Context: an optimization exercise on an open-source flow, tuned for small area, a short achievable clock period and few clock cycles per item. The choices shown serve that exercise and are no tape-out recipe.
Where RTL was checked, it was by simulation tests only, not by an equivalence proof against the original.
Power and IR drop assume default switching activity.

the baseline:
==> flow/design.v <==
package rsa_pkg;
    localparam int DEF_WIDTH = 32;
    localparam int DEF_LIMBS = 4;
    localparam int MAX_OPW = 4096;
    typedef enum logic [1:0] {
        ST_IDLE,
        ST_ISSUE,
        ST_DRAIN,
        ST_DONE
    } state_t;
    function automatic logic [MAX_OPW-1:0] limb_sel(
        input logic [MAX_OPW-1:0] vec,
        input logic [31:0]        idx,
        input logic [31:0]        width
    );
        limb_sel = vec >> (idx * width);
    endfunction
endpackage
module mp_mul_retire_pipe #(
    parameter int TW = 3
) (
    input  logic          clk_i,
    input  logic          rst_i,
    input  logic          in_vld_i,
    input  logic [TW-1:0] in_tag_i,
    output logic          out_vld_o,
    output logic [TW-1:0] out_tag_o
);
    logic [1:0]    vld_q;
    logic [TW-1:0] tag0_q;
    logic [TW-1:0] tag1_q;
    always_ff @(posedge clk_i) begin
        if (rst_i) begin
            vld_q  <= '0;
            tag0_q <= '0;
            tag1_q <= '0;
        end else begin
            vld_q  <= {vld_q[0], in_vld_i};
            tag0_q <= in_tag_i;
            tag1_q <= tag0_q;
        end
    end
    assign out_vld_o = vld_q[1];
    assign out_tag_o = tag1_q;
endmodule
module mp_mul_sched #(
    parameter int WIDTH = rsa_pkg::DEF_WIDTH,
    parameter int LIMBS = rsa_pkg::DEF_LIMBS
) (
    input  logic                     clk,
    input  logic                     rst,
    input  logic                     start,
    input  logic [LIMBS*WIDTH-1:0]   op_a,
    input  logic [LIMBS*WIDTH-1:0]   op_b,
    output logic                     busy,
    output logic                     done,
    output logic [2*LIMBS*WIDTH-1:0] result,
    output logic [WIDTH-1:0]         mul_a,
    output logic [WIDTH-1:0]         mul_b,
    input  logic [WIDTH-1:0]         mul_lo,
    input  logic [WIDTH-1:0]         mul_hi
);
    localparam int OPW   = LIMBS * WIDTH;
    localparam int NPAIR = LIMBS * LIMBS;
    localparam int FIRST = 4;                  
    localparam int LAST  = NPAIR + FIRST - 1;  
    localparam int CW    = $clog2(LAST + 2);
    logic                     busy_q, done_q;
    logic [CW-1:0]            cnt_q;
    logic                     acc_q, sh_q, m_q, pm_q;
    logic [OPW-1:0]           ar_q;
    logic [OPW-1:0]           b_q;
    logic [(LIMBS-1)*WIDTH-1:0] fifo_q;
    logic [WIDTH-1:0]         cy_q;
    logic [WIDTH:0]           u_q;
    logic [WIDTH-1:0]         h_q;
    logic [WIDTH-1:0]         pop_n, ua, push, hi, h1, h2, h2t, hs0, hs1;
    logic [WIDTH:0]           u_n, lsum;
    function automatic logic [WIDTH:0] pp_add(input logic [WIDTH-1:0] a,
                                              input logic [WIDTH-1:0] b);
        logic [WIDTH-1:0] g, p, gn, pn;
        g = a & b;
        p = a ^ b;
        for (int d = 1; d < WIDTH; d = d * 2) begin
            gn = g;
            pn = p;
            for (int i = d; i < WIDTH; i++) begin
                gn[i] = g[i] | (p[i] & g[i-d]);
                pn[i] = p[i] & p[i-d];
            end
            g = gn;
            p = pn;
        end
        pp_add = {g[WIDTH-1], (a ^ b) ^ {g[WIDTH-2:0], 1'b0}};
    endfunction
    function automatic logic [WIDTH-1:0] pp_inc(input logic [WIDTH-1:0] a);
        logic [WIDTH-1:0] c, cn;
        c = {a[WIDTH-2:0], 1'b1};
        for (int d = 1; d < WIDTH; d = d * 2) begin
            cn = c;
            for (int i = d; i < WIDTH; i++) cn[i] = c[i] & c[i-d];
            c = cn;
        end
        pp_inc = a ^ c;
    endfunction
    always_ff @(posedge clk) begin
        if (rst) begin
            busy_q <= 1'b0;
            done_q <= 1'b0;
            cnt_q  <= '0;
            acc_q  <= 1'b0;
            sh_q   <= 1'b0;
            m_q    <= 1'b0;
            pm_q   <= 1'b0;
        end else if (start && !busy_q) begin
            busy_q <= 1'b1;
            done_q <= 1'b0;
            cnt_q  <= CW'(1);
            acc_q  <= 1'b0;
            sh_q   <= 1'b0;
            m_q    <= 1'b0;
            pm_q   <= 1'b1;
        end else if (busy_q) begin
            cnt_q  <= cnt_q + CW'(1);
            acc_q  <= (cnt_q >= CW'(FIRST - 1)) && (cnt_q < CW'(LAST));
            sh_q   <= (cnt_q >= CW'(FIRST - 1)) && (cnt_q < CW'(LAST - LIMBS + 1)) &&
                      (((cnt_q + CW'(1) - CW'(FIRST)) % LIMBS) == 0);
            m_q    <= ((cnt_q + CW'(1) - CW'(FIRST)) % LIMBS) == 0;
            pm_q   <= cnt_q < CW'(FIRST - 2 + LIMBS);
            if (cnt_q == CW'(LAST)) begin
                busy_q <= 1'b0;
                done_q <= 1'b1;
            end
        end else begin
            done_q <= 1'b0;
            acc_q  <= 1'b0;
        end
    end
    always_comb begin
        pop_n = pm_q ? '0 : fifo_q[2*WIDTH-1:WIDTH];
        u_n   = pp_add(mul_lo, pop_n);
        ua    = m_q ? '0 : u_q[WIDTH-1:0];
        lsum  = pp_add(ua, cy_q);
        push  = lsum[WIDTH-1:0];
        h1    = pp_inc(h_q);
        h2t   = pp_inc({1'b0, h_q[WIDTH-1:1]});
        h2    = {h2t[WIDTH-2:0], h_q[0]};
        hs0   = u_q[WIDTH] ? h1 : h_q;
        hs1   = u_q[WIDTH] ? h2 : h1;
        hi    = lsum[WIDTH] ? hs1 : hs0;
    end
    always_ff @(posedge clk) begin
        u_q <= u_n;
        h_q <= mul_hi;
        if (!busy_q) b_q <= op_b;
        else         b_q <= {b_q[WIDTH-1:0], b_q[OPW-1:WIDTH]};
        if (!busy_q) begin
            if (start) begin
                ar_q <= op_a;
                cy_q <= '0;
            end
        end else begin
            if (sh_q) ar_q <= {u_q[WIDTH-1:0], ar_q[OPW-1:WIDTH]};
            if (acc_q) begin
                fifo_q <= {push, fifo_q[(LIMBS-1)*WIDTH-1:WIDTH]};
                cy_q   <= hi;
            end
        end
    end
    assign busy   = busy_q;
    assign done   = done_q;
    assign result = {cy_q, fifo_q, ar_q};
    assign mul_a  = ar_q[WIDTH-1:0];
    assign mul_b  = b_q[WIDTH-1:0];
endmodule
Settings: LEC_CHECK=0, ABC_CLOCK_PERIOD_IN_PS=2000, CAP_MARGIN=20, CORE_MARGIN=2, CORE_UTILIZATION=60, CTS_BUF_LIST=sky130_fd_sc_hd__clkbuf_4 sky130_fd_sc_hd__clkbuf_8, SETUP_SLACK_MARGIN=3.6, SLEW_MARGIN=20; clock period 7.0 ns.
standard.sh (not shown) runs the stock make flow with config.mk's settings and CLKGATE_MAP_FILE= SYNTH_SCRIPT=/design/flow/synth_recipe.tcl, a recipe that flattens the netlist after the stock synthesis.
==> flow/flow/run.sh <==
#!/bin/bash
# Standard layout, with every port buffered by the smallest buffer cell.
set -euo pipefail
bash standard.sh 'BUFFER_PORTS_ARGS=-buffer_cell sky130_fd_sc_hd__buf_1' finish > layout.log 2>&1
Modified inputs, the candidate compared to the baseline
==> flow/design.v, changed modules only <==
module mp_mul_sched #(
    parameter int WIDTH = rsa_pkg::DEF_WIDTH,
    parameter int LIMBS = rsa_pkg::DEF_LIMBS
) (
    input  logic                     clk,
    input  logic                     rst,
    input  logic                     start,
    input  logic [LIMBS*WIDTH-1:0]   op_a,
    input  logic [LIMBS*WIDTH-1:0]   op_b,
    output logic                     busy,
    output logic                     done,
    output logic [2*LIMBS*WIDTH-1:0] result,
    output logic [WIDTH-1:0]         mul_a,
    output logic [WIDTH-1:0]         mul_b,
    input  logic [WIDTH-1:0]         mul_lo,
    input  logic [WIDTH-1:0]         mul_hi
);
    localparam int OPW   = LIMBS * WIDTH;
    localparam int NPAIR = LIMBS * LIMBS;
    localparam int FIRST = 4;                  
    localparam int LAST  = NPAIR + FIRST - 1;  
    localparam int CW    = $clog2(LAST + 2);
    logic                     busy_q, done_q;
    logic [CW-1:0]            cnt_q;
    logic                     acc_q, sh_q, m_q, pm_q, z_q;
    logic [OPW-1:0]           ar_q;
    logic [OPW-1:0]           b_q;
    logic [(LIMBS-1)*WIDTH-1:0] fifo_q;
    logic [WIDTH-1:0]         cy_q;
    logic [WIDTH:0]           u_q;
    logic [WIDTH-1:0]         h_q;
    logic [WIDTH-1:0]         pop_n, ua, cz, push, hi, h1, h2, h2t, hs0, hs1;
    logic [WIDTH:0]           u_n, lsum;
    function automatic logic [WIDTH:0] pp_add(input logic [WIDTH-1:0] a,
                                              input logic [WIDTH-1:0] b);
        logic [WIDTH-1:0] g, p, gn, pn;
        g = a & b;
        p = a ^ b;
        for (int d = 1; d < WIDTH; d = d * 2) begin
            gn = g;
            pn = p;
            for (int i = d; i < WIDTH; i++) begin
                gn[i] = g[i] | (p[i] & g[i-d]);
                pn[i] = p[i] & p[i-d];
            end
            g = gn;
            p = pn;
        end
        pp_add = {g[WIDTH-1], (a ^ b) ^ {g[WIDTH-2:0], 1'b0}};
    endfunction
    function automatic logic [WIDTH-1:0] pp_inc(input logic [WIDTH-1:0] a);
        logic [WIDTH-1:0] c, cn;
        c = {a[WIDTH-2:0], 1'b1};
        for (int d = 1; d < WIDTH; d = d * 2) begin
            cn = c;
            for (int i = d; i < WIDTH; i++) cn[i] = c[i] & c[i-d];
            c = cn;
        end
        pp_inc = a ^ c;
    endfunction
    always_ff @(posedge clk) begin
        if (rst) begin
            busy_q <= 1'b0;
            done_q <= 1'b0;
            cnt_q  <= '0;
            acc_q  <= 1'b0;
            sh_q   <= 1'b0;
            m_q    <= 1'b0;
            pm_q   <= 1'b0;
            z_q    <= 1'b0;
        end else if (start && !busy_q) begin
            busy_q <= 1'b1;
            done_q <= 1'b0;
            cnt_q  <= CW'(1);
            acc_q  <= 1'b0;
            sh_q   <= 1'b0;
            m_q    <= 1'b0;
            pm_q   <= 1'b1;
            z_q    <= 1'b0;
        end else if (busy_q) begin
            cnt_q  <= cnt_q + CW'(1);
            acc_q  <= (cnt_q >= CW'(FIRST - 1)) && (cnt_q < CW'(LAST));
            sh_q   <= (cnt_q >= CW'(FIRST - 1)) && (cnt_q < CW'(LAST - LIMBS + 1)) &&
                      (((cnt_q + CW'(1) - CW'(FIRST)) % LIMBS) == 0);
            m_q    <= ((cnt_q + CW'(1) - CW'(FIRST)) % LIMBS) == 0;
            pm_q   <= cnt_q < CW'(FIRST - 2 + LIMBS);
            z_q    <= cnt_q == CW'(FIRST - 1);
            if (cnt_q == CW'(LAST)) begin
                busy_q <= 1'b0;
                done_q <= 1'b1;
            end
        end else begin
            done_q <= 1'b0;
            acc_q  <= 1'b0;
        end
    end
    always_comb begin
        pop_n = pm_q ? '0 : fifo_q[2*WIDTH-1:WIDTH];
        u_n   = pp_add(mul_lo, pop_n);
        ua    = m_q ? '0 : u_q[WIDTH-1:0];
        cz    = z_q ? '0 : cy_q;
        lsum  = pp_add(ua, cz);
        push  = lsum[WIDTH-1:0];
        h1    = pp_inc(h_q);
        h2t   = pp_inc({1'b0, h_q[WIDTH-1:1]});
        h2    = {h2t[WIDTH-2:0], h_q[0]};
        hs0   = u_q[WIDTH] ? h1 : h_q;
        hs1   = u_q[WIDTH] ? h2 : h1;
        hi    = lsum[WIDTH] ? hs1 : hs0;
    end
    always_ff @(posedge clk) begin
        u_q <= u_n;
        h_q <= mul_hi;
        if (!busy_q) b_q <= op_b;
        else         b_q <= {b_q[WIDTH-1:0], b_q[OPW-1:WIDTH]};
        if (!busy_q) begin
            if (start) ar_q <= op_a;
        end else begin
            if (sh_q) ar_q <= {u_q[WIDTH-1:0], ar_q[OPW-1:WIDTH]};
            if (acc_q) begin
                fifo_q <= {push, fifo_q[(LIMBS-1)*WIDTH-1:WIDTH]};
                cy_q   <= hi;
            end
        end
    end
    assign busy   = busy_q;
    assign done   = done_q;
    assign result = {cy_q, fifo_q, ar_q};
    assign mul_a  = ar_q[WIDTH-1:0];
    assign mul_b  = b_q[WIDTH-1:0];
endmodule
Results
Between the candidate and the baseline, the difference in sequential cell count is negligible. Sequential share of layout area in the candidate is 0.37 points above the baseline. [compare] base=the baseline new=the candidate: number of optimization iterations in the first detailed-route pass rose 1; number of distinct standard cells referenced by the synthesized netlist rose 5.9%. Higher HPWL reported at the end of detailed placement was reported by the candidate, not the baseline. The candidate vs the baseline, non-clock buffer count in the final layout went down by 30. Looking at master of the slowest instance on the critical path, the sky130_fd_sc_hd__dfxtp_4 result is from the candidate; the sky130_fd_sc_hd__mux2i_4 one comes from the baseline. Compared with the baseline, in the candidate part of the power in combinational logic went down 2.3 points; number of cells on the critical path went down 3. Worst setup margin: the candidate vs the baseline up 210 ps. [the candidate vs the baseline] final-layout worst hold slack: higher in the candidate. Lower area share of fa/ha/maj cells after synthesis among the candidate and the baseline: the candidate.
Testbench counts of the candidate, summed over its fixed seeds: cycles 19,200, items 960.
Function not checked in the baseline: the RTL went through the layout flow alone.

## what the ideal ports hide
How much do the figures lean on ideal ports? The routed layouts below were timed once more, with nothing changed but the port constraints. Step 1, drivers: a clkbuf_16 drives clk and a buf_2 each remaining input, both assumed. Step 2 moves the port delays by t, midway between the first and last clock arrival at a register: inputs arrive t later, outputs are due t later. That takes back most of the time a late clock gives input paths. Three values: ideal, step 1, step 2; two values: the first two.
run	t (ns)	setup slack, ns	worst data-port slew with drivers (ns)	cell pins on the clock port's net
the baseline	0.673	3.535 / 3.535 / 2.911	0.15	1
the candidate	0.665	3.746 / 3.746 / 3.101	0.15	1
After both steps setup and hold are still met in every run listed. The setup slack of the candidate, which loses most, moves by 0.000 ns with the drivers and by -0.645 ns with both steps.
